Context: an optimization exercise on an open-source flow, tuned for small area, a short achievable clock period and few clock cycles per item. The choices shown serve that exercise and are no tape-out recipe.
At most, simulation tests tie the RTL to the original design; equivalence was not proved.
No functional check of the RTL was part of runs 1 to 4.
Power is estimated from default activity; no workload was simulated.

<file path="design.v">
package scfc_pkg;
  localparam logic [2:0] OP_WRITE      = 3'd0;
  localparam logic [2:0] OP_CONSUME    = 3'd1;
  localparam logic [2:0] OP_WIN_UPDATE = 3'd2;
  localparam logic [2:0] OP_SHUTDOWN   = 3'd3;
  localparam logic [2:0] OP_PEER_CLOSE = 3'd4;
  localparam logic [2:0] OP_RESET      = 3'd5;
  localparam logic [2:0] OP_CLOSE      = 3'd6;
  localparam logic [1:0] MODE_OPEN      = 2'd0;
  localparam logic [1:0] MODE_HC_LOCAL  = 2'd1;
  localparam logic [1:0] MODE_HC_REMOTE = 2'd2;
  localparam logic [1:0] MODE_CLOSED    = 2'd3;
  localparam logic [1:0] KIND_STATUS     = 2'd0;
  localparam logic [1:0] KIND_DATA       = 2'd1;
  localparam logic [1:0] KIND_WIN_UPDATE = 2'd2;
  localparam logic [1:0] KIND_CLOSE      = 2'd3;
  localparam logic [2:0] STAT_OK       = 3'd0;
  localparam logic [2:0] STAT_CLOSED   = 3'd1;
  localparam logic [2:0] STAT_WAIT     = 3'd2;
  localparam logic [2:0] STAT_BUSY     = 3'd3;
  localparam logic [2:0] STAT_ABORTED  = 3'd4;
  localparam logic [2:0] STAT_TOO_LONG = 3'd5;
  localparam logic [15:0] LIM_RST     = 16'd16384;    
  localparam logic [30:0] HALF_RST    = 31'd131072;   
  localparam logic [31:0] CREDIT_RST  = 32'd262144;
endpackage
module scfc_add #(parameter int W = 16)
(
  input  logic [W-1:0] a,
  input  logic [W-1:0] b,
  input  logic         ci,
  output logic [W-1:0] s,
  output logic         co
);
  logic [W-1:0] p, g, pp, gg;
  always_comb begin
    p  = a ^ b;
    g  = a & b;
    pp = p;
    gg = g;
    gg[0] = g[0] | (p[0] & ci);
    for (int l = 0; (1 << l) < W; l++) begin
      for (int j = (2 << l) - 1; j < W; j += (2 << l)) begin
        gg[j] = gg[j] | (pp[j] & gg[j - (1 << l)]);
        pp[j] = pp[j] & pp[j - (1 << l)];
      end
    end
    for (int l = 4; l >= 0; l--) begin
      if ((2 << l) < W) begin
        for (int j = 3 * (1 << l) - 1; j < W; j += (2 << l)) begin
          gg[j] = gg[j] | (pp[j] & gg[j - (1 << l)]);
          pp[j] = pp[j] & pp[j - (1 << l)];
        end
      end
    end
    s  = p ^ {gg[W-2:0], ci};
    co = gg[W-1];
  end
endmodule
module scfc_front
(
  input  logic        req_valid,
  input  logic [2:0]  req_type,
  input  logic [31:0] req_amount,
  output logic        keep,
  output logic        req_w,
  output logic        req_wu,
  output logic        big
);
  assign keep = req_valid && (req_type != 3'd7);
  assign big  = |req_amount[31:16];
  assign req_w  = (req_type == 3'd0);
  assign req_wu = (req_type == 3'd2);
endmodule
module scfc_queue
(
  input  logic        clk,
  input  logic        rst,
  input  logic        keep,
  input  logic        keep_t,
  input  logic        big,
  input  logic [2:0]  req_type,
  input  logic        req_w,
  input  logic        req_wu,
  input  logic [31:0] req_amount,
  input  logic        pop,
  input  logic        drn_nx,
  output logic        req_ready,
  output logic        q_valid,
  output logic [2:0]  q_type,
  output logic        q_w,
  output logic        q_wu,
  output logic        q_sin,
  output logic        sel_p,
  output logic        sel_c,
  output logic        q_big,
  output logic [31:0] q_amount
);
  logic load;
  assign load      = !q_valid || pop;
  assign req_ready = load || !keep_t;
  always_ff @(posedge clk) begin
    if (rst) begin
      q_valid <= 1'b0;
    end else if (load) begin
      q_valid <= keep;
    end
  end
  always_ff @(posedge clk) begin
    if (load) begin
      q_type   <= req_type;
      q_w      <= req_w;
      q_wu     <= req_wu;
      q_big    <= big;
      q_amount <= req_amount;
      q_sin    <= req_type[1];
    end
  end
  always_ff @(posedge clk) begin
    sel_p <= !drn_nx && (load ? req_w  : q_w);
    sel_c <= !drn_nx && (load ? req_wu : q_wu);
  end
endmodule
module scfc_back
(
  input  logic        clk,
  input  logic        rst,
  input  logic        cfg_valid,
  output logic        cfg_ready,
  input  logic [1:0]  cfg_index,
  input  logic [31:0] cfg_data,
  output logic        rsp_valid,
  input  logic        rsp_ready,
  output logic [1:0]  rsp_frame_kind,
  output logic [31:0] rsp_frame_length,
  output logic [2:0]  rsp_status,
  output logic        rsp_last,
  output logic [1:0]  rsp_session_state,
  input  logic        q_valid,
  input  logic [2:0]  q_type,
  input  logic        q_w,
  input  logic        q_wu,
  input  logic        q_big,
  input  logic [31:0] q_amount,
  input  logic        q_sin,
  input  logic        sel_p,
  input  logic        sel_c,
  output logic        drn_nx,
  output logic        pop
);
  logic [15:0] lim;
  logic [30:0] half;
  logic [1:0]  mode, mode_n;
  logic [31:0] credit, credit_n;
  logic [15:0] pend, pend_n;
  logic [31:0] unack, unack_n;
  logic        uz, uz_n;   
  logic        drn, drn_n;
  logic        fx, fx_n;
  logic        ov;
  logic [1:0]  o_kind, kind_n;
  logic [15:0] o_len, len_n;
  logic [2:0]  o_stat, stat_n;
  logic        o_last, last_n;
  logic        word;
  logic adv;
  logic pnz, cnz;
  assign cfg_ready = 1'b1;
  assign adv       = !ov || rsp_ready;
  assign pop       = q_valid && !drn && adv;
  assign drn_nx    = !rst && (adv ? drn_n : drn);
  assign pnz       = |pend;
  assign cnz       = |credit;
  logic [15:0] P;
  logic [31:0] C;
  assign P = pend   | (sel_p ? q_amount[15:0] : 16'd0);
  assign C = credit | (sel_c ? q_amount : 32'd0);
  logic [15:0] X, d_px, d_cp, d_cl, c_hi_dec;
  logic        ge_px, ge_cp, ge_cl;
  logic        c_hi, p_lt_l, c_lt;
  logic        data;
  logic [15:0] chunk, P2;
  logic [31:0] C2;
  assign X = fx ? o_len[15:0] : lim;
  scfc_add #(16) u_px (.a(P),        .b(~X),    .ci(1'b1), .s(d_px),     .co(ge_px));
  scfc_add #(16) u_cp (.a(C[15:0]),  .b(~P),    .ci(1'b1), .s(d_cp),     .co(ge_cp));
  scfc_add #(16) u_cl (.a(C[15:0]),  .b(~lim),  .ci(1'b1), .s(d_cl),     .co(ge_cl));
  scfc_add #(16) u_cd (.a(C[31:16]), .b(16'hFFFF), .ci(1'b0), .s(c_hi_dec), .co());
  assign c_hi   = |C[31:16];
  assign p_lt_l = !ge_px;
  assign c_lt   = !c_hi && !ge_cp && !ge_cl;
  assign data   = (|P) && (|C);
  always_comb begin
    if (c_lt) begin
      chunk = C[15:0];
      C2    = 32'd0;
    end else if (p_lt_l) begin
      chunk = P;
      C2    = {ge_cp ? C[31:16] : c_hi_dec, d_cp};
    end else begin
      chunk = lim;
      C2    = {ge_cl ? C[31:16] : c_hi_dec, d_cl};
    end
    if (fx) begin
      P2 = d_px;
    end else if (c_lt) begin
      P2 = P;
    end else if (p_lt_l) begin
      P2 = 16'd0;
    end else begin
      P2 = d_px;
    end
  end
  logic [31:0] s_in, s_sum, s_sat;
  logic        s_co;
  assign s_in  = q_sin ? credit : (uz ? 32'd0 : unack);
  scfc_add #(32) u_sum (.a(s_in), .b(q_amount), .ci(1'b0), .s(s_sum), .co(s_co));
  assign s_sat = s_co ? 32'hFFFF_FFFF : s_sum;
  logic [33:0] cx, cy, cz, cs, cc, ct;
  logic        ge;
  assign cx = {2'b00, uz ? 32'd0 : unack};
  assign cy = {2'b00, q_amount};
  assign cz = {3'b111, ~half};
  assign cs = cx ^ cy ^ cz;
  assign cc = {(cx[32:0] & cy[32:0]) | (cx[32:0] & cz[32:0]) | (cy[32:0] & cz[32:0]), 1'b1};
  scfc_add #(34) u_ge (.a(cs), .b(cc), .ci(1'b0), .s(ct), .co());
  assign ge = !ct[33];
  always_comb begin
    mode_n   = mode;
    credit_n = credit;
    pend_n   = pend;
    unack_n  = unack;
    uz_n     = uz;
    drn_n    = drn;
    fx_n     = 1'b0;
    word     = 1'b0;
    kind_n   = scfc_pkg::KIND_STATUS;
    len_n    = 16'd0;
    stat_n   = scfc_pkg::STAT_OK;
    last_n   = 1'b1;
    if (drn) begin
      word     = 1'b1;
      pend_n   = P2;
      credit_n = C2;
      if (data) begin
        kind_n = scfc_pkg::KIND_DATA;
        len_n  = chunk;
        last_n = 1'b0;
        fx_n   = c_lt;
      end else begin
        stat_n = pnz ? scfc_pkg::STAT_WAIT : scfc_pkg::STAT_OK;
        drn_n  = 1'b0;
      end
    end else if (q_valid) begin
      word = 1'b1;
      unique case (q_type)
        scfc_pkg::OP_WRITE: begin
          if (mode[0]) begin
            stat_n = scfc_pkg::STAT_CLOSED;
          end else if (pnz) begin
            stat_n = scfc_pkg::STAT_BUSY;
          end else if (q_big) begin
            stat_n = scfc_pkg::STAT_TOO_LONG;
          end else begin
            pend_n   = P2;
            credit_n = C2;
            if (data) begin
              kind_n = scfc_pkg::KIND_DATA;
              len_n  = chunk;
              last_n = 1'b0;
              drn_n  = 1'b1;
              fx_n   = c_lt;
            end else begin
              stat_n = (|P) ? scfc_pkg::STAT_WAIT : scfc_pkg::STAT_OK;
            end
          end
        end
        scfc_pkg::OP_CONSUME: begin
          unack_n = s_sat;
          uz_n    = ge;
          if (ge) begin
            kind_n = scfc_pkg::KIND_WIN_UPDATE;
          end
        end
        scfc_pkg::OP_WIN_UPDATE: begin
          if (pnz && !cnz) begin
            pend_n   = P2;
            credit_n = C2;
            if (data) begin
              kind_n = scfc_pkg::KIND_DATA;
              len_n  = chunk;
              last_n = 1'b0;
              drn_n  = 1'b1;
              fx_n   = c_lt;
            end else begin
              stat_n = scfc_pkg::STAT_WAIT;
            end
          end else begin
            credit_n = s_sat;
            if (pnz) begin
              word  = 1'b0;
              drn_n = 1'b1;
            end
          end
        end
        scfc_pkg::OP_SHUTDOWN: begin
          if (mode == scfc_pkg::MODE_OPEN) begin
            mode_n = scfc_pkg::MODE_HC_LOCAL;
            kind_n = scfc_pkg::KIND_CLOSE;
          end else if (mode == scfc_pkg::MODE_HC_REMOTE) begin
            mode_n = scfc_pkg::MODE_CLOSED;
            kind_n = scfc_pkg::KIND_CLOSE;
          end else begin
            stat_n = scfc_pkg::STAT_CLOSED;
          end
        end
        scfc_pkg::OP_PEER_CLOSE: begin
          if (mode == scfc_pkg::MODE_HC_LOCAL) begin
            mode_n = scfc_pkg::MODE_CLOSED;
          end else if (mode == scfc_pkg::MODE_OPEN) begin
            mode_n = scfc_pkg::MODE_HC_REMOTE;
          end
        end
        scfc_pkg::OP_RESET: begin
          pend_n = 16'd0;
          mode_n = scfc_pkg::MODE_CLOSED;
          stat_n = pnz ? scfc_pkg::STAT_ABORTED : scfc_pkg::STAT_OK;
        end
        scfc_pkg::OP_CLOSE: begin
          pend_n = 16'd0;
          mode_n = scfc_pkg::MODE_CLOSED;
          stat_n = pnz ? scfc_pkg::STAT_ABORTED : scfc_pkg::STAT_OK;
          if (mode != scfc_pkg::MODE_CLOSED) begin
            kind_n = scfc_pkg::KIND_CLOSE;
          end
        end
        default: begin
          word = 1'b0;
        end
      endcase
    end
  end
  always_ff @(posedge clk) begin
    if (rst) begin
      mode  <= scfc_pkg::MODE_OPEN;
      pend  <= 16'd0;
      uz    <= 1'b1;
      drn   <= 1'b0;
      fx    <= 1'b0;
      ov    <= 1'b0;
    end else if (adv) begin
      mode  <= mode_n;
      pend  <= pend_n;
      unack <= unack_n;
      uz    <= uz_n;
      drn   <= drn_n;
      fx    <= fx_n;
      ov    <= word;
    end
  end
  always_ff @(posedge clk) begin
    if (adv) begin
      o_kind <= kind_n;
      o_len  <= len_n;
      o_stat <= stat_n;
      o_last <= last_n;
    end
  end
  always_ff @(posedge clk) begin
    if (rst) begin
      lim    <= scfc_pkg::LIM_RST;
      half   <= scfc_pkg::HALF_RST;
      credit <= scfc_pkg::CREDIT_RST;
    end else begin
      if (cfg_valid && cfg_index == 2'd0) begin
        lim <= (cfg_data[15:11] == 5'd0) ? 16'd2048 : cfg_data[15:0];
      end
      if (cfg_valid && cfg_index == 2'd1) begin
        half <= cfg_data[31:1];
      end
      if (cfg_valid && cfg_index == 2'd2) begin
        credit <= cfg_data;
      end else if (adv) begin
        credit <= credit_n;
      end
    end
  end
  assign rsp_valid         = ov;
  assign rsp_frame_kind    = o_kind;
  assign rsp_frame_length  = (o_kind == scfc_pkg::KIND_WIN_UPDATE) ? unack : {16'd0, o_len};
  assign rsp_status        = o_stat;
  assign rsp_last          = o_last;
  assign rsp_session_state = mode;
endmodule
module stream_credit_flow_control
(
  input  logic        clk,
  input  logic        rst,
  input  logic        req_valid,
  output logic        req_ready,
  input  logic [2:0]  req_type,
  input  logic [31:0] req_amount,
  output logic        rsp_valid,
  input  logic        rsp_ready,
  output logic [1:0]  rsp_frame_kind,
  output logic [31:0] rsp_frame_length,
  output logic [2:0]  rsp_status,
  output logic        rsp_last,
  output logic [1:0]  rsp_session_state,
  input  logic        cfg_valid,
  output logic        cfg_ready,
  input  logic [1:0]  cfg_index,
  input  logic [31:0] cfg_data
);
  logic        keep, big, pop;
  logic        q_valid, q_big;
  logic [2:0]  q_type;
  logic        req_w, req_wu, q_w, q_wu, q_sin, sel_p, sel_c, drn_nx;
  logic [31:0] q_amount;
  scfc_front u_front (
    .req_valid  (req_valid),
    .req_type   (req_type),
    .req_amount (req_amount),
    .keep       (keep),
    .req_w      (req_w),
    .req_wu     (req_wu),
    .big        (big)
  );
  scfc_queue u_queue (
    .clk        (clk),
    .rst        (rst),
    .keep       (keep),
    .keep_t     (req_type != 3'd7),
    .big        (big),
    .req_type   (req_type),
    .req_w      (req_w),
    .req_wu     (req_wu),
    .req_amount (req_amount),
    .pop        (pop),
    .drn_nx     (drn_nx),
    .req_ready  (req_ready),
    .q_valid    (q_valid),
    .q_type     (q_type),
    .q_w        (q_w),
    .q_wu       (q_wu),
    .q_sin      (q_sin),
    .sel_p      (sel_p),
    .sel_c      (sel_c),
    .q_big      (q_big),
    .q_amount   (q_amount)
  );
  scfc_back u_back (
    .clk               (clk),
    .rst               (rst),
    .cfg_valid         (cfg_valid),
    .cfg_ready         (cfg_ready),
    .cfg_index         (cfg_index),
    .cfg_data          (cfg_data),
    .rsp_valid         (rsp_valid),
    .rsp_ready         (rsp_ready),
    .rsp_frame_kind    (rsp_frame_kind),
    .rsp_frame_length  (rsp_frame_length),
    .rsp_status        (rsp_status),
    .rsp_last          (rsp_last),
    .rsp_session_state (rsp_session_state),
    .q_valid           (q_valid),
    .q_type            (q_type),
    .q_w               (q_w),
    .q_wu              (q_wu),
    .q_sin             (q_sin),
    .sel_p             (sel_p),
    .sel_c             (sel_c),
    .drn_nx            (drn_nx),
    .q_big             (q_big),
    .q_amount          (q_amount),
    .pop               (pop)
  );
endmodule
</file>
<file path="flow/run.sh">
#!/bin/bash
# The standard layout, with the port buffers made from the smallest buffer cell.
set -euo pipefail
export BUFFER_PORTS_ARGS="-buffer_cell sky130_fd_sc_hd__buf_1"
bash standard.sh > standard.log 2>&1
</file>
<file path="standard.sh">
#!/bin/bash
# synth_recipe.tcl (not shown) runs the flow's synth.tcl, then flattens the netlist and writes it again
# the make line also repeats each setting of config.mk as NAME=value (left out here)
make -C /OpenROAD-flow-scripts/flow DESIGN_CONFIG=/design/flow/config.mk WORK_HOME=/design/flow/orfs CLKGATE_MAP_FILE= SYNTH_SCRIPT=/design/flow/synth_recipe.tcl "${@:-finish}"
</file>
<file path="config.mk">
export PLATFORM = sky130hd
export DESIGN_NAME = stream_credit_flow_control
export DESIGN_NICKNAME = stream_credit_flow_control
export VERILOG_FILES = /design/flow/design.v
export SDC_FILE = /design/flow/constraint.sdc
export NUM_CORES = 4
export LEC_CHECK = 0
export CAP_MARGIN = 20
export CORE_MARGIN = 2
export CORE_UTILIZATION = 55
export CTS_CLUSTER_DIAMETER = 150
export CTS_CLUSTER_SIZE = 50
export SETUP_SLACK_MARGIN = 5.0
export SLEW_MARGIN = 20
</file>
<file path="constraint.sdc">
create_clock -name core_clock -period 9.0 [get_ports {clk}]
set_input_delay 1.8000 -clock core_clock [delete_from_list [all_inputs] [get_ports {clk}]]
set_output_delay 1.8000 -clock core_clock [all_outputs]
set_load 0.01 [all_outputs]
</file>
==> results.ini, run 1 <==
[logic_synthesis]
async_flop_share_pct = 0
netlist_instances = 1651
seq_area_frac_synth_pct = 32.50
yosys.cell_types.count = 79
postSynthAreaPerCell_um2 = 8.990
ys.flop_type = dfxtp_1
yosys_register_bits = 196
synth_edf_count = 90
synth_area_um2 = 14840
yosysWarnings = 5
syn_nets = 1912

[timing]
worst_slew_pin_slew_ps = 1199
skew_ps = 15.07
setup_viol = 0
maxSlewViolCount = 0
rsz0062_at_grt = true
fin_crit_sh_pct = 46.30
max_slew_margin_pct = 19.30
hold_viol = 0
final.min_clock_period_ps = 4167
setup_tns_ps = 0
fmax_mhz = 240.0

[global_routing]
antenna_found_initial = 0
grt_util_all_layers_pct = 35.10
grt_max_degree = 60
grt_overflow_total = 0
grt_pass1_wl_um = 75390
grt_pass1_vias = 12760

[route]
wl_met1_um = 22190
routed_wl_um = 50750
wl_met2_um = 23130
dr.first_iter.drc_count = 1273
drt-wirelength-per-cell_um = 24.08
top_layer = met4
drc = 0
wl_met3_um = 4353
vias = 13320
drtPass1Iterations = 6
viasPerCell = 6.320
ant_nets = 0

[place]
io_buffers = 115
dp_hpwl_um = 36980
routabilityCongestion = 0.9180
dpl_cell_area_um2 = 15600
place_inst = 2051

[worst_setup_path]
required_ps = 7200
start_kind = input pin
r2r-end = u_back.pend[7]
critical_path_class = input pin to output pin
r2r_setup_slack_ps = 5030
cp_max_fo = 2
r2r_cells = 10
r2r_start = u_queue.q_amount[9]
end_kind = output pin
arrival_ps = 2370

[cells_and_area]
multi_input_area_um2 = 9450
diodes = 0
syn_to_final_growth_pct = 12.13
final_cell_area_um2 = 16640
seqCellArea_um2 = 4830
final_common_cell = nand2_1
final_cell_mix = nand2_1 (253), inv_1 (126), a21oi_1 (123)
layout-drive-gt1-share_pct = 9.853
final_nets = 2014
final_cells = 2107
fill_cells = 2352

[floorplanning]
row_count = 60
start_util_pct = 55.54
die_h_um = 168.3
die_w_um = 168.3
die_area_um2 = 28320
ios = 117
core_region_area_um2 = 26730

[clock_network]
clockBufferDepth = 2
cts_buffers = 17
cts_tree = yes
clkLatencyLatePin_ps = 450
htreeDepth = 4
cts_root_buffer = clkbuf_16
cts_num_sinks = 196
clk_pin_slew_worst_paths_ps = 80

[flow_run]
cap_viol_max_count = 0

[power_and_ir_drop]
vdd_ir_drop_max_uv = 131.8
power.density_nw_per_um2 = 148.7
leakage_uw = 0.006915

[min_path]
min_path_cells = 2
hold_class = register to register
min-delay-start = u_back.half[19]
whs_endpoint = u_back.half[19]

[status]
status = no timing/DRC/antenna violations

## Yosys cell counts (28+ instances only)
cell type / n / area (um^2)
fa_1: 71 / 1421
nand3_1: 30 / 150.1
edfxtp_1: 90 / 2703
ha_1: 116 / 1451
a21o_1: 53 / 397.9
nor2b_1: 28 / 175.2
inv_1: 126 / 473.0
a22oi_1: 29 / 217.7
nand2_1: 255 / 957.2
nand2b_1: 38 / 237.7
a21oi_1: 140 / 700.7
o21ai_0: 73 / 365.4
clkbuf_1: 53 / 198.9
dfxtp_1: 106 / 2122
nor2_1: 76 / 285.3
## layout make-up
cell class                 instances  share of cell area [%]
tap                              341                   2.564
sequential                       196                   29.02
inverter                         127                   2.864
clock inverter                    13                  0.8796
timing repair buffer             160                   5.292
multi-input combinational       1251                   56.78
clock buffer                      19                   2.601
## worst max-delay path by stage
stage	slack, ps	startpoint	cells after the start	end
after global routing	4810	rsp_ready	5	req_ready
after CTS	4820	rsp_ready	5	req_ready
final	4830	rsp_ready	5	req_ready
after global placement	4270	u_queue.q_type[1]	12	u_back.credit[18]
after floorplan	4240	rsp_ready	4	req_ready
after detailed placement	4260	u_queue.q_type[1]	12	u_back.credit[22]
## power breakdown
part | total [uW] | internal (uW) | switching [uW]
combinational | 673 | 264 | 409
sequential | 1010 | 966 | 45.7
clock | 790 | 415 | 374
total | 2470 | 1650 | 829
## logic make-up after synthesis
group / count (synthesis) / share of synthesized area, %
AO/OA/AOI/OAI: 439 / 19.78
XOR/XNOR: 43 / 2.537
adder cells (fa/ha/maj): 187 / 19.35
buffers and inverters: 205 / 5.479
flip-flops: 196 / 32.50
multiplexers: 44 / 3.153
other: 1 / 0.02526
AND/OR/NAND/NOR: 536 / 17.16
## per-layer routing
metal / up-vias / track usage (%)
met1: 6526 / 50.11
met5: - / 0
met3: 73 / 5.078
met4: 0 / 8.696
li1: 6069 / -
met2: 649 / 56.45
## worst max-delay path, cell delays in order
cell,delay [ps]
buf_6,90
nor2b_4,140
o21ai_4,70
nand2b_4,150
buf_6,110
## timing repair
action | CTS | global route
pin swaps | 5 | 7
cloned | 1 | 3
setup buffers | 6 | 14
gates resized for setup | 33 | 34
hold buffers | 0 | 0
setup endpoints to repair | 92 | 89
## flip-flops by register name, indices dropped and copies added (netlist names), 2 cells and up
name and count:
u_back.credit 32, u_back.unack 32, u_queue.q_amount 32, u_back.half 31, u_back.lim 16, u_back.o_len 16
u_back.pend 16, u_back.o_stat 3, u_queue.q_type 3, u_back.mode 2, u_back.o_kind 2
## metrics by stage
step                      setup WS, ps  util, %  hold WS [ps]  total power (uW)
after CTS                         4816    61.20         460.5              2450
after floorplan                   4236        -         425.1              1459
after global placement            4273    58.26         438.8              1646
after detailed placement          4259    58.36         449.3              1657
final                             4833    62.28         460.3              2474
after global routing              4811    62.28         476.8              2574
==> run 2, diff against run 1 <==
--- a/config.mk
+++ b/config.mk
@@ -9,3 +9,3 @@
 export CORE_MARGIN = 2
-export CORE_UTILIZATION = 55
+export CORE_UTILIZATION = 75
 export CTS_CLUSTER_DIAMETER = 150
==> results.ini, run 2 <==
[cells_and_area]
final_common_cell = nand2_1  ; unchanged
diodes = 0  ; unchanged
final_cell_area_um2 = 16600  ; was 16,640 um^2
layout-drive-gt1-share_pct = 9.966  ; was 9.853%
syn_to_final_growth_pct = 11.81  ; was 12.13%
fill_cells = 1157  ; was 2,352
final_nets = 2014  ; unchanged
final_cell_mix = nand2_1 (252), inv_1 (125), a21oi_1 (124)  ; was nand2_1 (253), inv_1 (126), a21oi_1 (123)
reg_top3 = u_back.credit x32, u_back.unack x32, u_queue.q_amount x32  ; unchanged

[timing]
setup_viol = 0  ; unchanged
rsz0062_at_grt = true  ; unchanged
max_slew_margin_pct = 30.34  ; was 19.30%
setup_tns_ps = 0  ; unchanged
skew_ps = 15.62  ; was 15.07 ps
hold_viol = 0  ; unchanged
worst_slew_pin_slew_ps = 1043  ; was 1199 ps
fin_crit_sh_pct = 47.58  ; was 46.30%
final.min_clock_period_ps = 4282  ; was 4167 ps
fmax_mhz = 233.5  ; was 240.0 MHz
maxSlewViolCount = 0  ; unchanged

[power_and_ir_drop]
power.density_nw_per_um2 = 148.7  ; about the same
leakage_uw = 0.006947  ; was 0.006915 uW
vdd_ir_drop_max_uv = 139.5  ; was 131.8 uV
finalPower_uw = 2469  ; was 2474 uW

[logic_synthesis]
synthTopCellsByArea = edfxtp_1 (18%), dfxtp_1 (14%), ha_1 (9.8%), fa_1 (9.6%), nand2_1 (6.4%)  ; unchanged
yosysWarnings = 5  ; unchanged
synth.largest_area_cell = edfxtp_1  ; unchanged
async_flop_share_pct = 0  ; unchanged
postSynthAreaPerCell_um2 = 8.990  ; unchanged
syn_nets = 1912  ; unchanged
yosys_register_bits = 196  ; unchanged
yosysTopAreaCellShare_pct = 18.21  ; unchanged
netlist_instances = 1651  ; unchanged
seq_area_frac_synth_pct = 32.50  ; unchanged
synth_area_um2 = 14840  ; unchanged
synth_edf_count = 90  ; unchanged
synthTopCellsByCount = nand2_1 (255), a21oi_1 (140), inv_1 (126)  ; unchanged
synth_most_common_cell = nand2_1  ; unchanged
ys.flop_type = dfxtp_1  ; unchanged
yosys.cell_types.count = 79  ; unchanged

[worst_setup_path]
crit_chain = buf_6 > nor2b_4 > o21ai_4 > buf_12 > nand2b_4 > buf_6  ; was buf_6 > nor2b_4 > o21ai_4 > nand2b_4 > buf_6
slowest_delay_ps = 140  ; was 150 ps
end_kind = output pin  ; unchanged
path_common_cell = buf_6  ; unchanged
required_ps = 7200  ; about the same
crit_family = buffers and inverters  ; was simple AND/OR/NAND/NOR gates
critical_path_class = input pin to output pin  ; unchanged
start_kind = input pin  ; unchanged
arrival_ps = 2480  ; was 2370 ps
r2r_start = u_queue.q_type[1]  ; was u_queue.q_amount[9]
r2r_setup_slack_ps = 4920  ; was 5030 ps
cp_max_fo = 2  ; unchanged
critPathLaunch = rsp_ready  ; unchanged
critPathSlowestCell = buf_12  ; was nand2b_4
path_buf_inv = 3  ; was 2

[route]
ant_nets = 0  ; unchanged
vias = 14270  ; was 13,320
routed_wl_um = 50160  ; was 50,750 um
drtPass1Iterations = 7  ; was 6
dr.first_iter.drc_count = 1863  ; was 1,273
drc = 0  ; unchanged
drt-wirelength-per-cell_um = 24.70  ; was 24.08 um
viasPerCell = 7.026  ; was 6.320

[global_routing]
grt_max_degree = 60  ; unchanged
antenna_found_initial = 0  ; unchanged
grt_pass1_wl_um = 74080  ; was 75,390 um
grt_pass1_vias = 13610  ; was 12,760
grt_overflow_total = 0  ; unchanged
grt_util_all_layers_pct = 47.71  ; was 35.10%

[clock_network]
cts_hold_buffers = 0  ; unchanged
cts_buffers = 17  ; unchanged
cts_root_buffer = clkbuf_16  ; unchanged
htreeDepth = 4  ; unchanged
clk_pin_slew_worst_paths_ps = 80  ; about the same
clkLatencyLatePin_ps = 460  ; was 450 ps
cts_tree = yes  ; unchanged
clockBufferDepth = 2  ; unchanged
cts_num_sinks = 196  ; unchanged

[floorplanning]
ios = 117  ; unchanged
row_count = 51  ; was 60
start_util_pct = 76.26  ; was 55.54%
die_h_um = 144.7  ; was 168.3 um
die_area_um2 = 20930  ; was 28,320 um^2
core_region_area_um2 = 19460  ; was 26,730 um^2
die_w_um = 144.7  ; was 168.3 um

[place]
dpl_cell_area_um2 = 15440  ; was 15,600 um^2
routabilityCongestion = 1.014  ; was 0.9180
dp_hpwl_um = 34200  ; was 36,980 um
io_buffers = 115  ; unchanged

[flow_run]
cap_viol_max_count = 0  ; unchanged

[status]
status = no timing/DRC/antenna violations  ; unchanged

[min_path]
min-delay-start = u_back.half[14]  ; was u_back.half[19]
hold_class = register to register  ; unchanged

run 2: final cells by class:
class / instances / area [um^2] / share of cell area (%)
multi-input combinational: 1252 / 9460 / 57.00
sequential: 196 / 4828 / 29.09
clock inverter: 15 / 137.6 / 0.8293
clock buffer: 17 / 425.4 / 2.563
timing repair buffer: 159 / 935.9 / 5.639
inverter: 127 / 476.7 / 2.872
tap: 265 / 331.6 / 1.998
run 2: report_power, final:
part,internal [uW],switching (uW),leakage [uW]
clock,369,400,0.000280
combinational,267,421,0.00488
sequential,966,45.7,0.00179
run 2: logic make-up after synthesis:
family / count (synthesis) / synth area share [%]
AOI/OAI and AO/OA: 439 / 19.78
xor gates and xnor gates: 43 / 2.537
adders and majority gates: 187 / 19.35
buffers and inverters: 205 / 5.479
DFF: 196 / 32.50
muxes: 44 / 3.153
other: 1 / 0.02526
and+or+nand+nor: 536 / 17.16
run 2: timing repair:
action	in CTS	in global routing
gates resized for setup	40	24
hold endpoints to repair	0	0
cloned	4	2
pin swaps	7	6
buffers inserted	8	13
endpoints found under the setup margin	95	74
run 2: worst reg2reg max path, stage by stage (launching register included):
cell	delay (ps)
edfxtp_1	460
buf_4	200
clkbuf_16	190
nand2_1	90
o21ai_0	110
ha_1	370
nand2_1	80
nor2_1	350
nand4_1	180
a21oi_2	260
buf_4	180
o211ai_4	100
buf_4	220
nand2_1	430
o21ai_0	170
a2111oi_0	530
run 2: path summary, 6_finish.rpt:
kind / end / cells after the start
max: req_ready / 6
min: u_back.half[14] / 2
max reg2reg: u_back.credit[0] / 15
min reg2reg: u_back.half[14] / 2
run 2: through the flow:
stage | setup slack (ps) | hold slack [ps] | std cells | utilization [%]
6_report | 4718 | 458.9 | 2031 | 85.27
5_1_grt | 4697 | 480.5 | 2031 | 85.27
4_1_cts | 4713 | 458.8 | 2014 | 83.75
3_5_place_dp | 4098 | 447.8 | 1970 | 79.36
3_3_place_gp | 4170 | 442.8 | 1970 | 79.36
2_1_floorplan | 4236 | 425.1 | 1651 | -
run 2: metal layers:
layer | GRT usage [%] | share of wire [%]
met1 | 58.80 | 35
met2 | 72.29 | 44
met3 | 17.08 | 15
met4 | 28.41 | 6.3
met5 | 0 | 0
==> run 3, diff against run 2 <==
--- a/config.mk
+++ b/config.mk
@@ -9,3 +9,3 @@
 export CORE_MARGIN = 2
-export CORE_UTILIZATION = 75
+export CORE_UTILIZATION = 65
 export CTS_CLUSTER_DIAMETER = 150
==> results.ini, run 3 <==
[timing]
skew_ps = 17.61  ; was 15.62 ps
rsz0062_at_grt = true  ; unchanged
worst_slew_pin_slew_ps = 1076  ; was 1043 ps
fin_crit_sh_pct = 47.75  ; was 47.58%
max_slew_margin_pct = 27.61  ; was 30.34%
holdWs_ps = 457.1  ; was 458.9 ps
maxSlewViolCount = 0  ; unchanged
final.min_clock_period_ps = 4297  ; was 4282 ps
hold_viol = 0  ; unchanged
fmax_mhz = 232.7  ; was 233.5 MHz
setup_tns_ps = 0  ; unchanged
setup_viol = 0  ; unchanged

[global_routing]
antenna_found_initial = 1  ; was 0
grt_util_all_layers_pct = 39.00  ; was 47.71%
grt_overflow_total = 0  ; unchanged
grt_pass1_wl_um = 71580  ; was 74,080 um
grt_pass1_vias = 12940  ; was 13,610
grt_max_degree = 62  ; was 60

[logic_synthesis]
synth.largest_area_cell = edfxtp_1  ; unchanged
synth_area_um2 = 14840  ; unchanged
yosys_register_bits = 196  ; unchanged
netlist_instances = 1651  ; unchanged
syn_nets = 1912  ; unchanged
yosysTopAreaCellShare_pct = 18.21  ; unchanged
ys.flop_type = dfxtp_1  ; unchanged
synth_most_common_cell = nand2_1  ; unchanged
seq_area_frac_synth_pct = 32.50  ; unchanged
async_flop_share_pct = 0  ; unchanged
synth_edf_count = 90  ; unchanged
yosys.cell_types.count = 79  ; unchanged
synthTopCellsByCount = nand2_1 (255), a21oi_1 (140), inv_1 (126)  ; unchanged
synthTopCellsByArea = edfxtp_1 (18%), dfxtp_1 (14%), ha_1 (9.8%), fa_1 (9.6%), nand2_1 (6.4%)  ; unchanged
yosysWarnings = 5  ; unchanged
postSynthAreaPerCell_um2 = 8.990  ; unchanged

[clock_network]
cts_tree = yes  ; unchanged
cts_root_buffer = clkbuf_16  ; unchanged
cts_hold_buffers = 0  ; unchanged
clk_pin_slew_worst_paths_ps = 70  ; was 80 ps
clkLatencyLatePin_ps = 450  ; was 460 ps
cts_num_sinks = 196  ; unchanged
htreeDepth = 4  ; unchanged
clockBufferDepth = 2  ; unchanged
cts_buffers = 17  ; unchanged

[cells_and_area]
reg_top3 = u_back.credit x32, u_back.unack x32, u_queue.q_amount x32  ; unchanged
layout-drive-gt1-share_pct = 9.329  ; was 9.966%
final_cells = 2044  ; was 2,031
fin_util_pct = 73.30  ; was 85.27%
final_common_cell = nand2_1  ; unchanged
final_cell_mix = nand2_1 (252), a21oi_1 (125), inv_1 (125)  ; was nand2_1 (252), inv_1 (125), a21oi_1 (124)
final_cell_area_um2 = 16490  ; was 16,600 um^2
syn_to_final_growth_pct = 11.13  ; was 11.81%
final_nets = 2006  ; was 2,014

[route]
viasPerCell = 6.577  ; was 7.026
ant_nets = 0  ; unchanged
dr.first_iter.drc_count = 1825  ; was 1,863
drtPass1Iterations = 6  ; was 7
drc = 0  ; unchanged
drt-wirelength-per-cell_um = 23.14  ; was 24.70 um
routed_wl_um = 47310  ; was 50,160 um
vias = 13440  ; was 14,270

[min_path]
min-delay-start = u_back.half[0]  ; was u_back.half[14]
hold_class = register to register  ; unchanged

[floorplanning]
core_region_area_um2 = 22500  ; was 19,460 um^2
row_count = 55  ; was 51
die_h_um = 155.1  ; was 144.7 um
die_w_um = 155.1  ; was 144.7 um
ios = 117  ; unchanged
die_area_um2 = 24060  ; was 20,930 um^2
start_util_pct = 65.96  ; was 76.26%

[worst_setup_path]
path_common_cell = buf_6  ; unchanged
r2r_setup_slack_ps = 5090  ; was 4920 ps
cp_max_fo = 2  ; unchanged
end_kind = output pin  ; unchanged
critPathSlowestCell = nor2b_4  ; was buf_12
crit_chain = buf_6 > nor2b_4 > o21ai_4 > buf_12 > nand2b_4 > buf_6  ; unchanged
start_kind = input pin  ; unchanged
required_ps = 7200  ; about the same
crit_family = buffers and inverters  ; unchanged
slowest_delay_ps = 140  ; about the same
critical_path_class = input pin to output pin  ; unchanged
arrival_ps = 2500  ; was 2480 ps
critPathLaunch = rsp_ready  ; unchanged
path_buf_inv = 3  ; unchanged
r2r_start = u_queue.sel_c  ; was u_queue.q_type[1]

[power_and_ir_drop]
power.switching_uw = 839.4  ; was 866.5 uW
p_clk_share_pct = 31.5  ; was 31.1%
pwr-share-comb_pct = 26.9  ; was 27.9%
leakage_uw = 0.006881  ; was 0.006947 uW
p_sw_share_pct = 34.52  ; was 35.10%
p_int_uw = 1592  ; was 1602 uW
power.density_nw_per_um2 = 147.4  ; was 148.7 nW/um^2
vdd_ir_drop_max_uv = 107.5  ; was 139.5 uV
power_frac_seq_pct = 41.6  ; was 41.0%

[place]
dpl_cell_area_um2 = 15470  ; was 15,440 um^2
io_buffers = 115  ; unchanged
routabilityCongestion = 0.9529  ; was 1.014
place_inst = 1990  ; was 1,970
dp_hpwl_um = 33980  ; was 34,200 um

[status]
status = no timing/DRC/antenna violations  ; unchanged

[flow_run]
cap_viol_max_count = 0  ; unchanged

## run 3: cell counts after synthesis
No cell type changed its count.
## run 3: what timing repair did
item                       in CTS  in global routing
setup endpoints to repair      93                 59
pin swaps                       4                  6
gates resized for setup        36                 21
gates cloned                    2                  2
setup buffers                   7                  9
## run 3: path summary, 6_finish.rpt
| kind | end | cells past startpoint |
|---|---|---|
| max reg2reg | u_back.credit[15] | 17 |
| max | req_ready | 6 |
| min reg2reg | u_back.half[0] | 2 |
| min | u_back.half[0] | 2 |
## run 3: per-layer routing
layer | vias to the layer above | track usage (%) | share of wire (%)
met1 | 6427 | 53.22 | 40
met5 | - | 0 | 0
met3 | 130 | 8.607 | 11
met2 | 828 | 62.14 | 45
met4 | 0 | 12.79 | 3.4
li1 | 6059 | - | -
## run 3: area by class of cell
class | count | area, um^2
diodes | 1 | 2.502
clock buffers | 17 | 425.4
clock inverters | 15 | 138.9
fillers | 1730 | 6008
inverters | 127 | 476.7
multi-input cells | 1251 | 9403
flip-flops and latches | 196 | 4828
well taps | 285 | 356.6
repair buffers | 152 | 863.3
## run 3: kinds of logic after synthesis
| kind of cell | share of synthesized area, % |
|---|---|
| AND/OR/NAND/NOR | 17.16 |
| buffers and inverters | 5.479 |
| adder cells (fa/ha/maj) | 19.35 |
| flip-flops | 32.50 |
| other | 0.02526 |
| XOR/XNOR | 2.537 |
| multiplexers | 3.153 |
| AO/OA/AOI/OAI | 19.78 |
## run 3: power groups by stage
stage / Sequential [uW] / Clock [uW] / Combinational, uW
global route: 1010 / 796 / 720
global placement: 1030 / 0 / 594
CTS: 1010 / 764 / 629
floorplan: 1010 / 0 / 447
finish: 1010 / 767 / 654
detailed placement: 1030 / 0 / 612
## run 3: worst reg2reg max path: stages, from the launching register on
cell      delay, ps
dfxtp_1         300
buf_4           270
a21oi_2         290
ha_1            180
inv_1            50
fa_1            420
a211oi_2        300
o21ai_2         160
o211a_1         240
o21ai_0         220
nand2b_1        140
a21o_1          190
a21o_1          190
fa_1            380
xnor2_1         140
nor2_1           50
a21oi_1         170
o21ai_0         100
## run 3: stage by stage
step	setup slack, ps	total power [uW]
2_1_floorplan	4236	1459
3_3_place_gp	4121	1622
5_1_grt	4689	2530
6_report	4703	2431
4_1_cts	4696	2402
3_5_place_dp	4108	1640
==> run 4, diff against run 3 <==
--- a/design.v
+++ b/design.v
@@ -187,3 +187,12 @@
   scfc_add #(16) u_cl (.a(C[15:0]),  .b(~lim),  .ci(1'b1), .s(d_cl),     .co(ge_cl));
-  scfc_add #(16) u_cd (.a(C[31:16]), .b(16'hFFFF), .ci(1'b0), .s(c_hi_dec), .co());
+  logic        c_borrow;
+  logic [15:0] c_flip;
+  assign c_borrow = p_lt_l ? !ge_cp : !ge_cl;
+  always_comb begin
+    c_flip[0] = 1'b1;
+    for (int i = 1; i < 16; i++) begin
+      c_flip[i] = c_flip[i-1] && !C[15 + i];
+    end
+  end
+  assign c_hi_dec = C[31:16] ^ (c_flip & {16{c_borrow}});
   assign c_hi   = |C[31:16];
@@ -198,6 +207,6 @@
       chunk = P;
-      C2    = {ge_cp ? C[31:16] : c_hi_dec, d_cp};
+      C2    = {c_hi_dec, d_cp};
     end else begin
       chunk = lim;
-      C2    = {ge_cl ? C[31:16] : c_hi_dec, d_cl};
+      C2    = {c_hi_dec, d_cl};
     end
--- a/config.mk
+++ b/config.mk
@@ -9,6 +9,6 @@
 export CORE_MARGIN = 2
-export CORE_UTILIZATION = 65
+export CORE_UTILIZATION = 40
 export CTS_CLUSTER_DIAMETER = 150
 export CTS_CLUSTER_SIZE = 50
-export SETUP_SLACK_MARGIN = 5.0
+export SETUP_SLACK_MARGIN = 4.5
 export SLEW_MARGIN = 20
==> results.ini, run 4 <==
[cells_and_area]
diodes = 0  ; was 1
syn_to_final_growth_pct = 12.18  ; was 11.13%
layout-drive-gt1-share_pct = 8.000  ; was 9.329%
final_cell_area_um2 = 16680  ; was 16,490 um^2
seqCellArea_um2 = 4832  ; was 4828 um^2
multi_input_area_um2 = 9422  ; was 9403 um^2
final_common_cell = nand2_1  ; unchanged
final_nets = 2016  ; was 2,006
reg_top3 = u_back.credit x32, u_back.unack x32, u_queue.q_amount x32  ; unchanged
fill_cells = 3596  ; was 1,730
final_cell_mix = nand2_1 (229), a21oi_1 (136), nor2_1 (129)  ; was nand2_1 (252), a21oi_1 (125), inv_1 (125)

[worst_setup_path]
cp_max_fo = 5  ; was 2
critical_path_class = register to register  ; was input pin to output pin
crit_family = compound AO/OA/AOI/OAI gates  ; was buffers and inverters
arrival_ps = 4840  ; was 2500 ps
slowest_delay_ps = 460  ; was 140 ps
start_kind = register  ; was input pin
critPathSlowestCell = a2111oi_4  ; was nor2b_4
required_ps = 9340  ; was 7200 ps
path_buf_inv = 3  ; unchanged
crit_chain = buf_12 > clkinv_16 > mux2_4 > ha_4 > inv_2 > fa_2 > nor2b_2 > o211ai_1 > nand3b_1 > o211a_1 > or3_4 > a2111oi_4 > o41ai_4 > a21o_1 > a21o_1 > fa_2 > nand2b_4 > a221oi_2 > o22ai_1  ; was buf_6 > nor2b_4 > o21ai_4 > buf_12 > nand2b_4 > buf_6
end_kind = register  ; was output pin

[timing]
setup_viol = 0  ; unchanged
maxSlewViolCount = 0  ; unchanged
hold_viol = 0  ; unchanged
setup_tns_ps = 0  ; unchanged
max_slew_margin_pct = 30.82  ; was 27.61%
skew_ps = 16.24  ; was 17.61 ps
worst_slew_pin_slew_ps = 1034  ; was 1076 ps
final.min_clock_period_ps = 4503  ; was 4297 ps
fmax_mhz = 222.1  ; was 232.7 MHz
rsz0062_at_grt = true  ; unchanged
fin_crit_sh_pct = 50.04  ; was 47.75%

[clock_network]
cts_num_sinks = 196  ; unchanged
cts_buffers = 17  ; unchanged
cts_tree = yes  ; unchanged
cts_root_buffer = clkbuf_16  ; unchanged
htreeDepth = 4  ; unchanged
clockBufferDepth = 2  ; unchanged
clk_pin_slew_worst_paths_ps = 80  ; was 70 ps
clkLatencyLatePin_ps = 460  ; was 450 ps
cts_hold_buffers = 0  ; unchanged

[logic_synthesis]
synth_area_um2 = 14870  ; was 14,840 um^2
yosys.cell_types.count = 75  ; was 79
syn_nets = 1930  ; was 1,912
yosys_register_bits = 196  ; unchanged
yosysTopAreaCellShare_pct = 18.17  ; was 18.21%
synth_most_common_cell = nand2_1  ; unchanged
synthTopCellsByArea = edfxtp_1 (18%), dfxtp_1 (14%), fa_1 (9.6%), ha_1 (9.2%), nand2_1 (5.8%)  ; was edfxtp_1 (18%), dfxtp_1 (14%), ha_1 (9.8%), fa_1 (9.6%), nand2_1 (6.4%)
synth_edf_count = 90  ; unchanged
netlist_instances = 1676  ; was 1,651
synth.largest_area_cell = edfxtp_1  ; unchanged
seq_area_frac_synth_pct = 32.44  ; was 32.50%
postSynthAreaPerCell_um2 = 8.873  ; was 8.990 um^2
ys.flop_type = dfxtp_1  ; unchanged
yosysWarnings = 5  ; unchanged
async_flop_share_pct = 0  ; unchanged
synthTopCellsByCount = nand2_1 (229), a21oi_1 (147), nor2_1 (131)  ; was nand2_1 (255), a21oi_1 (140), inv_1 (126)

[route]
drc = 0  ; unchanged
vias = 12980  ; was 13,440
viasPerCell = 5.785  ; was 6.577
drtPass1Iterations = 6  ; unchanged
ant_nets = 0  ; unchanged
routed_wl_um = 48610  ; was 47,310 um
drt-wirelength-per-cell_um = 21.67  ; was 23.14 um
dr.first_iter.drc_count = 1154  ; was 1,825

[global_routing]
grt_max_degree = 64  ; was 62
grt_overflow_total = 0  ; unchanged
grt_util_all_layers_pct = 25.05  ; was 39.00%
antenna_found_initial = 0  ; was 1
grt_pass1_vias = 12590  ; was 12,940
grt_pass1_wl_um = 73330  ; was 71,580 um

[floorplanning]
die_h_um = 196.8  ; was 155.1 um
start_util_pct = 40.62  ; was 65.96%
core_region_area_um2 = 36610  ; was 22,500 um^2
ios = 117  ; unchanged
die_w_um = 196.8  ; was 155.1 um
die_area_um2 = 38740  ; was 24,060 um^2
row_count = 70  ; was 55

[power_and_ir_drop]
vdd_ir_drop_max_uv = 141.5  ; was 107.5 uV
power.density_nw_per_um2 = 143.2  ; was 147.4 nW/um^2
leakage_uw = 0.006890  ; was 0.006881 uW

[flow_run]
cap_viol_max_count = 0  ; unchanged

[place]
dp_hpwl_um = 36340  ; was 33,980 um
io_buffers = 115  ; unchanged
routabilityCongestion = 0.9261  ; was 0.9529
dpl_cell_area_um2 = 15690  ; was 15,470 um^2

[min_path]
hold_class = register to register  ; unchanged

[status]
status = no timing/DRC/antenna violations  ; unchanged

## run 4: cell types whose count changed in the layout (fill, tap and decap cells not counted), moves of 15 or more
cell / before / now
o21ai_0: 70 / 55
o211ai_1: 24 / 9
o21a_1: 2 / 20
nand2_1: 252 / 229
nor2_1: 73 / 129
a22oi_1: 29 / 13
## run 4: cells by family (layout without fill, tap and decap cells)
logic type | count (synthesis) | after routing | synth area share, %
AOI/OAI and AO/OA | 422 | 422 | 18.79
xor gates and xnor gates | 48 | 48 | 2.827
adders and majority gates | 180 | 180 | 18.73
buffers and inverters | 208 | 307 | 5.662
DFF | 196 | 196 | 32.44
muxes | 39 | 39 | 2.818
other | 1 | 1 | 0.02522
and+or+nand+nor | 582 | 582 | 18.71
## run 4: worst paths after layout
kind,start,to,slack [ps],depth (start not counted)
worst max-delay path,u_queue.q_type[1],u_back.credit[22],4500,19
worst min-delay path,u_back.half[8],u_back.half[8],460,2
worst max register to register,u_queue.q_type[1],u_back.credit[22],4500,19
worst min register to register,u_back.half[8],u_back.half[8],460,2
## run 4: tightest hold or removal path, cell delays in order (launching register included)
cell and delay [ps]:
dfxtp_1 310, nand2_1 50, a21oi_1 50
## run 4: metrics by stage
stage	std cells	total power, uW	hold WS [ps]	worst slack (ps)	utilization, %
2_1_floorplan	1676	1442	436.3	4380	-
3_3_place_gp	2194	1614	442.5	3717	42.87
3_5_place_dp	2194	1623	447.7	3595	42.87
4_1_cts	2229	2384	458.2	4420	44.82
5_1_grt	2243	2510	476.1	4347	45.57
6_report	2243	2389	456.0	4497	45.57
## run 4: final cells by class
cell class	count	area share [%]
flip-flops and latches	196	28.96
well taps	468	3.510
inverters	127	3.015
multi-input cells	1272	56.47
repair inverters	1	0.06750
clock inverters	14	0.6975
clock buffers	18	2.572
repair buffers	147	4.702
## run 4: report_power, final
group / internal [uW] / leakage, uW / switching (uW)
registers: 965 / 0.00179 / 48.2
logic: 257 / 0.00484 / 373
clock network: 362 / 0.000264 / 384
total: 1580 / 0.00689 / 805
## run 4: timing repair
action | 4_1_cts | 5_1_grt
resized for setup | 21 | 29
cloned | 1 | 1
setup endpoints to repair | 73 | 42
pin swaps | 4 | 19
setup buffers | 2 | 12
## run 4: metal layers
metal  vias to the layer above  GRT usage [%]  share of wire, %
met1                      6281          35.15                46
met4                         0          7.296               2.3
met2                       546          39.81                45
met5                         -              0                 0
li1                       6090              -                 -
met3                        59          4.090               6.6
==> run 5, diff against run 4 <==
--- a/design.v
+++ b/design.v
@@ -79,3 +79,2 @@
   input  logic        keep,
-  input  logic        keep_t,
   input  logic        big,
@@ -87,2 +86,4 @@
   input  logic        drn_nx,
+  input  logic        ov_nx,
+  input  logic        rsp_ready,
   output logic        req_ready,
@@ -98,5 +99,10 @@
 );
-  logic load;
-  assign load      = !q_valid || pop;
-  assign req_ready = load || !keep_t;
+  logic load, q_valid_nx, rr_a, rr_b;
+  assign load       = !q_valid || pop;
+  assign q_valid_nx = !rst && (load ? keep : q_valid);
+  always_ff @(posedge clk) begin
+    rr_a <= !q_valid_nx || (!drn_nx && !ov_nx);
+    rr_b <= !drn_nx;
+  end
+  assign req_ready = rr_a || (rr_b && rsp_ready);
   always_ff @(posedge clk) begin
@@ -148,2 +154,3 @@
   output logic        drn_nx,
+  output logic        ov_nx,
   output logic        pop
@@ -171,2 +178,3 @@
   assign drn_nx    = !rst && (adv ? drn_n : drn);
+  assign ov_nx     = !rst && (adv ? word : ov);
   assign pnz       = |pend;
@@ -187,12 +195,3 @@
   scfc_add #(16) u_cl (.a(C[15:0]),  .b(~lim),  .ci(1'b1), .s(d_cl),     .co(ge_cl));
-  logic        c_borrow;
-  logic [15:0] c_flip;
-  assign c_borrow = p_lt_l ? !ge_cp : !ge_cl;
-  always_comb begin
-    c_flip[0] = 1'b1;
-    for (int i = 1; i < 16; i++) begin
-      c_flip[i] = c_flip[i-1] && !C[15 + i];
-    end
-  end
-  assign c_hi_dec = C[31:16] ^ (c_flip & {16{c_borrow}});
+  scfc_add #(16) u_cd (.a(C[31:16]), .b(16'hFFFF), .ci(1'b0), .s(c_hi_dec), .co());
   assign c_hi   = |C[31:16];
@@ -207,6 +206,6 @@
       chunk = P;
-      C2    = {c_hi_dec, d_cp};
+      C2    = {ge_cp ? C[31:16] : c_hi_dec, d_cp};
     end else begin
       chunk = lim;
-      C2    = {c_hi_dec, d_cl};
+      C2    = {ge_cl ? C[31:16] : c_hi_dec, d_cl};
     end
@@ -426,3 +425,3 @@
   logic [2:0]  q_type;
-  logic        req_w, req_wu, q_w, q_wu, q_sin, sel_p, sel_c, drn_nx;
+  logic        req_w, req_wu, q_w, q_wu, q_sin, sel_p, sel_c, drn_nx, ov_nx;
   logic [31:0] q_amount;
@@ -441,3 +440,2 @@
     .keep       (keep),
-    .keep_t     (req_type != 3'd7),
     .big        (big),
@@ -449,2 +447,4 @@
     .drn_nx     (drn_nx),
+    .ov_nx      (ov_nx),
+    .rsp_ready  (rsp_ready),
     .req_ready  (req_ready),
@@ -482,2 +482,3 @@
     .drn_nx            (drn_nx),
+    .ov_nx             (ov_nx),
     .q_big             (q_big),
--- a/config.mk
+++ b/config.mk
@@ -9,6 +9,7 @@
 export CORE_MARGIN = 2
-export CORE_UTILIZATION = 40
+export CORE_UTILIZATION = 55
 export CTS_CLUSTER_DIAMETER = 150
 export CTS_CLUSTER_SIZE = 50
-export SETUP_SLACK_MARGIN = 4.5
+export SETUP_SLACK_MARGIN = 5.0
 export SLEW_MARGIN = 20
+export TNS_END_PERCENT = 10
==> results.ini, run 5 <==
[cells_and_area]
layout-drive-gt1-share_pct = 9.020  ; was 8.000%
diodes = 0  ; unchanged
fill_cells = 2454  ; was 3,596
final_common_cell = nand2_1  ; unchanged
fin_util_pct = 62.36  ; was 45.57%
multi_input_area_um2 = 9398  ; was 9422 um^2
seqCellArea_um2 = 4868  ; was 4832 um^2
final_nets = 2044  ; was 2,016
syn_to_final_growth_pct = 12.15  ; was 12.18%
final_cell_mix = nand2_1 (254), inv_1 (134), a21oi_1 (133)  ; was nand2_1 (229), a21oi_1 (136), nor2_1 (129)
reg_top3 = u_back.credit x32, u_back.unack x32, u_queue.q_amount x32  ; unchanged

[logic_synthesis]
yosysWarnings = 5  ; unchanged
ys.flop_type = dfxtp_1  ; unchanged
synth_edf_count = 90  ; unchanged
async_flop_share_pct = 0  ; unchanged
seq_area_frac_synth_pct = 32.64  ; was 32.44%
synth_most_common_cell = nand2_1  ; unchanged
netlist_instances = 1694  ; was 1,676
syn_nets = 1955  ; was 1,930
yosys.cell_types.count = 66  ; was 75
yosysTopAreaCellShare_pct = 18.14  ; was 18.17%
yosys_register_bits = 198  ; was 196
postSynthAreaPerCell_um2 = 8.797  ; was 8.873 um^2
synth_area_um2 = 14900  ; was 14,870 um^2
synthTopCellsByCount = nand2_1 (255), a21oi_1 (141), inv_1 (135)  ; was nand2_1 (229), a21oi_1 (147), nor2_1 (131)
synthTopCellsByArea = edfxtp_1 (18%), dfxtp_1 (15%), ha_1 (9.7%), fa_1 (9.5%), nand2_1 (6.4%)  ; was edfxtp_1 (18%), dfxtp_1 (14%), fa_1 (9.6%), ha_1 (9.2%), nand2_1 (5.8%)
synth.largest_area_cell = edfxtp_1  ; unchanged

[clock_network]
cts_tree = yes  ; unchanged
cts_buffers = 17  ; unchanged
clkLatencyLatePin_ps = 460  ; about the same
cts_num_sinks = 198  ; was 196
clk_pin_slew_worst_paths_ps = 70  ; was 80 ps
cts_root_buffer = clkbuf_16  ; unchanged
htreeDepth = 4  ; unchanged
clockBufferDepth = 2  ; unchanged
cts_hold_buffers = 0  ; unchanged

[worst_setup_path]
path_buf_inv = 2  ; was 3
critical_path_class = input pin to output pin  ; was register to register
required_ps = 7200  ; was 9340 ps
cp_max_fo = 2  ; was 5
crit_chain = buf_1 > a21o_1 > buf_1  ; was buf_12 > clkinv_16 > mux2_4 > ha_4 > inv_2 > fa_2 > nor2b_2 > o211ai_1 > nand3b_1 > o211a_1 > or3_4 > a2111oi_4 > o41ai_4 > a21o_1 > a21o_1 > fa_2 > nand2b_4 > a221oi_2 > o22ai_1
critPathSlowestCell = a21o_1  ; was a2111oi_4
crit_family = buffers and inverters  ; was compound AO/OA/AOI/OAI gates
start_kind = input pin  ; was register
arrival_ps = 2150  ; was 4840 ps
path_common_cell = buf_1
slowest_delay_ps = 150  ; was 460 ps
end_kind = output pin  ; was register

[route]
dr.first_iter.drc_count = 1243  ; was 1,154
drc = 0  ; unchanged
wl_met1_um = 22830  ; was 22,280 um
drt-wirelength-per-cell_um = 24.17  ; was 21.67 um
routed_wl_um = 51660  ; was 48,610 um
viasPerCell = 6.216  ; was 5.785
ant_nets = 0  ; unchanged
wl_met2_um = 22850  ; was 21,960 um
vias = 13280  ; was 12,980
top_layer = met4  ; unchanged
wl_met3_um = 4646  ; was 3227 um
drtPass1Iterations = 5  ; was 6

[timing]
setup_tns_ps = 0  ; unchanged
hold_viol = 0  ; unchanged
rsz0062_at_grt = true  ; unchanged
worst_slew_pin_slew_ps = 1083  ; was 1034 ps
skew_ps = 17.98  ; was 16.24 ps
maxSlewViolCount = 0  ; unchanged
max_slew_margin_pct = 27.10  ; was 30.82%
final.min_clock_period_ps = 3953  ; was 4503 ps
setup_viol = 0  ; unchanged
fin_crit_sh_pct = 43.92  ; was 50.04%
fmax_mhz = 253.0  ; was 222.1 MHz
fin_ws_ps = 5047  ; was 4497 ps

[global_routing]
grt_max_degree = 60  ; was 64
grt_pass1_vias = 12990  ; was 12,590
antenna_found_initial = 1  ; was 0
grt_pass1_wl_um = 78470  ; was 73,330 um
grt_overflow_total = 0  ; unchanged
grt_util_all_layers_pct = 36.47  ; was 25.05%

[power_and_ir_drop]
power.switching_uw = 891.8  ; was 805.1 uW
power_frac_seq_pct = 39.4  ; was 42.4%
finalPower_uw = 2621  ; was 2389 uW
pwr-share-comb_pct = 28.3  ; was 26.4%
p_sw_share_pct = 34.03  ; was 33.71%
p_int_uw = 1729  ; was 1584 uW
power.density_nw_per_um2 = 156.8  ; was 143.2 nW/um^2
p_clk_share_pct = 32.3  ; was 31.2%
leakage_uw = 0.006903  ; was 0.006890 uW
vdd_ir_drop_max_uv = 135.3  ; was 141.5 uV

[status]
status = no timing/DRC/antenna violations  ; unchanged

[floorplanning]
core_region_area_um2 = 26800  ; was 36,610 um^2
ios = 117  ; unchanged
die_w_um = 168.6  ; was 196.8 um
die_h_um = 168.6  ; was 196.8 um
die_area_um2 = 28430  ; was 38,740 um^2
row_count = 60  ; was 70
start_util_pct = 55.60  ; was 40.62%

[place]
routabilityCongestion = 0.9627  ; was 0.9261
dp_hpwl_um = 36520  ; was 36,340 um
place_ws_ps = 3820  ; was 3595 ps
io_buffers = 115  ; unchanged

[flow_run]
cap_viol_max_count = 0  ; unchanged

[min_path]
hold_class = register to register  ; unchanged

## run 5: what timing repair did
| item | 4_1_cts | 5_1_grt |
|---|---|---|
| setup buffers | 5 | 8 |
| pin swaps | 2 | 18 |
| endpoints found under the setup margin | 103 | 74 |
| gates resized for setup | 32 | 34 |
| cloned | 0 | 3 |
## run 5: final cells by class
cell class	count	area share, %
inverter	136	3.212
timing repair buffer	156	5.076
timing repair inverter	1	0.06738
tap	341	2.553
sequential	198	29.13
multi-input combinational	1273	56.23
clock buffer	18	2.628
clock inverter	14	1.101
## run 5: layer usage
| metal | GRT usage [%] | vias to the layer above |
|---|---|---|
| met4 | 10.38 | 0 |
| met2 | 56.45 | 643 |
| met5 | 0 | - |
| met1 | 52.32 | 6415 |
| met3 | 6.991 | 96 |
| li1 | - | 6129 |
## run 5: path summary, 6_finish.rpt
path,startpoint,end,slack (ps),depth (start not counted)
max,rsp_ready,req_ready,5050,3
min,u_back.half[9],u_back.half[9],460,2
max reg2reg,u_back.pend[0],u_back.pend[8],5070,9
min reg2reg,u_back.half[9],u_back.half[9],460,2
## run 5: logic make-up after synthesis
family                     Yosys count  share of synthesized area (%)
and+or+nand+nor                    556                          17.28
AOI/OAI and AO/OA                  433                          18.74
buffers and inverters              223                          5.760
DFF                                198                          32.64
adders and majority gates          187                          19.28
muxes                               51                          3.627
xor gates and xnor gates            45                          2.645
other                                1                        0.02516
## run 5: worst min-delay path: stages, from the launching register on
cell,delay (ps)
dfxtp_1,310
nand2_1,50
a21oi_1,50
## run 5: metrics by stage
stage / cell area (um^2) / hold WS, ps / instances
floorplan: 14910 / 436.3 / 1694
global placement: 15660 / 442.8 / 2088
detailed placement: 15660 / 447.0 / 2088
CTS: 16460 / 457.2 / 2125
global route: 16710 / 467.9 / 2137
finish: 16710 / 457.6 / 2137
## run 5: power groups by stage
| stage | Combinational [uW] | Clock [uW] | Sequential, uW |
|---|---|---|---|
| detailed placement | 693 | 0 | 1050 |
| CTS | 711 | 848 | 1030 |
| floorplan | 497 | 0 | 1030 |
| finish | 743 | 845 | 1030 |
| global route | 822 | 879 | 1040 |
| global placement | 681 | 0 | 1050 |
Testbench counts of run 5, summed over its fixed seeds: cycles 7,795, items 3,200.
==> run 6, diff against run 5 <==
--- a/config.mk
+++ b/config.mk
@@ -10,2 +10,3 @@
 export CORE_UTILIZATION = 55
+export CTS_BUF_LIST = sky130_fd_sc_hd__clkbuf_8
 export CTS_CLUSTER_DIAMETER = 150
@@ -14,2 +15 @@
 export SLEW_MARGIN = 20
-export TNS_END_PERCENT = 10
==> results.ini, run 6 <==
[cells_and_area]
seqCellArea_um2 = 4868  ; unchanged
fill_cells = 2455  ; was 2,454
diodes = 0  ; unchanged
final_common_cell = nand2_1  ; unchanged
final_nets = 2056  ; was 2,044
final_cell_mix = nand2_1 (253), inv_1 (134), a21oi_1 (131)  ; was nand2_1 (254), inv_1 (134), a21oi_1 (133)
syn_to_final_growth_pct = 12.56  ; was 12.15%
layout-drive-gt1-share_pct = 10.51  ; was 9.020%
reg_top3 = u_back.credit x32, u_back.unack x32, u_queue.q_amount x32  ; unchanged
multi_input_area_um2 = 9544  ; was 9398 um^2

[logic_synthesis]
yosysWarnings = 5  ; unchanged
synthAdderAreaFrac_pct = 19.28  ; unchanged
postSynthAreaPerCell_um2 = 8.797  ; unchanged
synth.largest_area_cell = edfxtp_1  ; unchanged
synth_area_um2 = 14900  ; unchanged
synthSimpleGateAreaFrac_pct = 17.28  ; unchanged
yosys.cell_types.count = 66  ; unchanged
synth_top_family_by_area = adder cells  ; unchanged
synth_compound_area_share_pct = 18.74  ; unchanged
seq_area_frac_synth_pct = 32.64  ; unchanged
synth_edf_count = 90  ; unchanged
yosysTopAreaCellShare_pct = 18.14  ; unchanged
synthTopCellsByCount = nand2_1 (255), a21oi_1 (141), inv_1 (135)  ; unchanged
synthXorXnorAreaFrac_pct = 2.645  ; unchanged
async_flop_share_pct = 0  ; unchanged
netlist_instances = 1694  ; unchanged
synth.mux.area_fraction_pct = 3.627  ; unchanged
syn_nets = 1955  ; unchanged
synthTopCellsByArea = edfxtp_1 (18%), dfxtp_1 (15%), ha_1 (9.7%), fa_1 (9.5%), nand2_1 (6.4%)  ; unchanged
yosys_register_bits = 198  ; unchanged
synth_most_common_cell = nand2_1  ; unchanged
ys.flop_type = dfxtp_1  ; unchanged

[global_routing]
grt_util_all_layers_pct = 34.60  ; was 36.47%
grt_pass1_vias = 12630  ; was 12,990
grt_pass1_wl_um = 74530  ; was 78,470 um
antenna_found_initial = 0  ; was 1
grt_overflow_total = 0  ; unchanged
grt_max_degree = 60  ; unchanged

[clock_network]
clk_pin_slew_worst_paths_ps = 120  ; was 70 ps
cts_root_buffer = clkbuf_8  ; was clkbuf_16
cts_tree = yes  ; unchanged
cts_hold_buffers = 0  ; unchanged
cts_num_sinks = 198  ; unchanged
clockBufferDepth = 2  ; unchanged
cts_buffers = 17  ; unchanged
clkLatencyLatePin_ps = 490  ; was 460 ps
htreeDepth = 4  ; unchanged

[timing]
hold_viol = 0  ; unchanged
fmax_mhz = 250.7  ; was 253.0 MHz
max_slew_margin_pct = 26.97  ; was 27.10%
maxSlewViolCount = 0  ; unchanged
skew_ps = 19.15  ; was 17.98 ps
worst_slew_pin_slew_ps = 1085  ; was 1083 ps
final.min_clock_period_ps = 3990  ; was 3953 ps
setup_tns_ps = 0  ; unchanged
setup_viol = 0  ; unchanged
fin_crit_sh_pct = 44.33  ; was 43.92%
rsz0062_at_grt = true  ; unchanged

[power_and_ir_drop]
power.switching_uw = 861.6  ; was 891.8 uW
vdd_ir_drop_max_uv = 116.5  ; was 135.3 uV
leakage_uw = 0.006924  ; was 0.006903 uW
power_frac_seq_pct = 43.1  ; was 39.4%
power.density_nw_per_um2 = 143.1  ; was 156.8 nW/um^2
finalPower_uw = 2401  ; was 2621 uW
p_clk_share_pct = 25.8  ; was 32.3%
p_int_uw = 1539  ; was 1729 uW
p_sw_share_pct = 35.89  ; was 34.03%
pwr-share-comb_pct = 31.2  ; was 28.3%

[min_path]
hold_class = register to register  ; unchanged
min_path_cells = 2  ; unchanged

[route]
vias = 13370  ; was 13,280
drtPass1Iterations = 5  ; unchanged
routed_wl_um = 49550  ; was 51,660 um
ant_nets = 0  ; unchanged
drt-wirelength-per-cell_um = 23.06  ; was 24.17 um
drc = 0  ; unchanged
dr.first_iter.drc_count = 1226  ; was 1,243
viasPerCell = 6.222  ; was 6.216

[place]
io_buffers = 115  ; unchanged
routabilityCongestion = 0.9200  ; was 0.9627
dp_hpwl_um = 35750  ; was 36,520 um

[worst_setup_path]
cp_max_fo = 12  ; was 2
arrival_ps = 4340  ; was 2150 ps
start_kind = register  ; was input pin
required_ps = 9350  ; was 7200 ps
r2r_setup_slack_ps = 5010  ; was 5070 ps
end_kind = register  ; was output pin
critical_path_class = register to register  ; was input pin to output pin
r2r_cells = 18  ; was 9

[floorplanning]
die_area_um2 = 28430  ; unchanged
ios = 117  ; unchanged
start_util_pct = 55.60  ; unchanged
row_count = 60  ; unchanged
die_h_um = 168.6  ; unchanged
core_region_area_um2 = 26800  ; unchanged
die_w_um = 168.6  ; unchanged

[status]
status = no timing/DRC/antenna violations  ; unchanged

[flow_run]
cap_viol_max_count = 0  ; unchanged

## run 6: cell counts after synthesis
No cell type changed its count.
## run 6: routing by layer
metal / global-route usage, % / vias to the layer above / wire length, um
li1: - / 6147 / -
met1: 51.01 / 6511 / 22630
met2: 53.39 / 651 / 21780
met3: 6.430 / 63 / 4330
met4: 7.084 / 0 / 818
met5: 0 / - / 0
## run 6: area by class of cell
| type | instances | area share (%) |
|---|---|---|
| repair inverters | 1 | 0.06713 |
| inverters | 136 | 3.200 |
| flip-flops and latches | 198 | 29.02 |
| clock buffers | 17 | 1.395 |
| repair buffers | 168 | 5.885 |
| multi-input cells | 1273 | 56.90 |
| clock inverters | 15 | 0.9846 |
| well taps | 341 | 2.544 |
## run 6: timing repair
action | 4_1_cts | 5_1_grt
setup buffers | 6 | 23
gates resized for setup | 41 | 51
pin swaps | 4 | 18
gates cloned | 1 | 2
hold endpoints to repair | 0 | 0
setup endpoints to repair | 99 | 63
## run 6: logic make-up (layout without fill, tap and decap cells)
family / count (synthesis) / count (layout)
buffers and inverters: 223 / 337
other: 1 / 1
flip-flops: 198 / 198
multiplexers: 51 / 51
adder cells (fa/ha/maj): 187 / 187
AO/OA/AOI/OAI: 433 / 433
XOR/XNOR: 45 / 45
AND/OR/NAND/NOR: 556 / 556
## run 6: through the flow
step / worst slack (ps) / std cells / hold slack, ps / cell area, um^2 / utilization [%]
2_1_floorplan: 5000 / 1694 / 436.3 / 14920 / -
3_3_place_gp: 3788 / 2083 / 442.8 / 15620 / 58.29
3_5_place_dp: 3705 / 2084 / 448.5 / 15640 / 58.35
4_1_cts: 4936 / 2123 / 463.2 / 16290 / 60.77
5_1_grt: 4888 / 2149 / 476.1 / 16770 / 62.59
6_report: 5010 / 2149 / 461.2 / 16770 / 62.59
## run 6: path summary, 6_finish.rpt
check                    startpoint           endpoint
setup / recovery  u_queue.q_type[1]  u_back.credit[29]
setup reg to reg  u_queue.q_type[1]  u_back.credit[29]
hold reg to reg     u_back.half[10]    u_back.half[10]
hold / removal      u_back.half[10]    u_back.half[10]
## run 6: power by group through the flow
stage | combinational, uW | sequential (uW) | clock, uW
after global routing | 827 | 1040 | 652
final | 749 | 1030 | 619
after detailed placement | 687 | 1050 | 0
after global placement | 675 | 1050 | 0
after CTS | 709 | 1030 | 623
after floorplan | 498 | 1030 | 0
## run 6: critical path, cell delays in order, from the launching register on
cell and delay (ps):
edfxtp_1 450, buf_12 180, buf_12 130, inv_8 120, mux2_2 370, ha_4 290
nand4_1 170, buf_4 200, nor4_4 190, o211ai_1 160, nand3_2 120, nand2b_1 150
inv_1 80, o21a_1 220, fa_1 380, xor2_1 160, nand2_1 120, a221oi_2 250
nor4_1 80

Setup slack of run 6, layout unchanged: 5.010 ns with ideal ports, 5.010 ns with driving cells assumed (clock clkbuf_16, inputs buf_2), 4.983 ns with port delays also shifted by the 0.532 ns mid clock arrival.
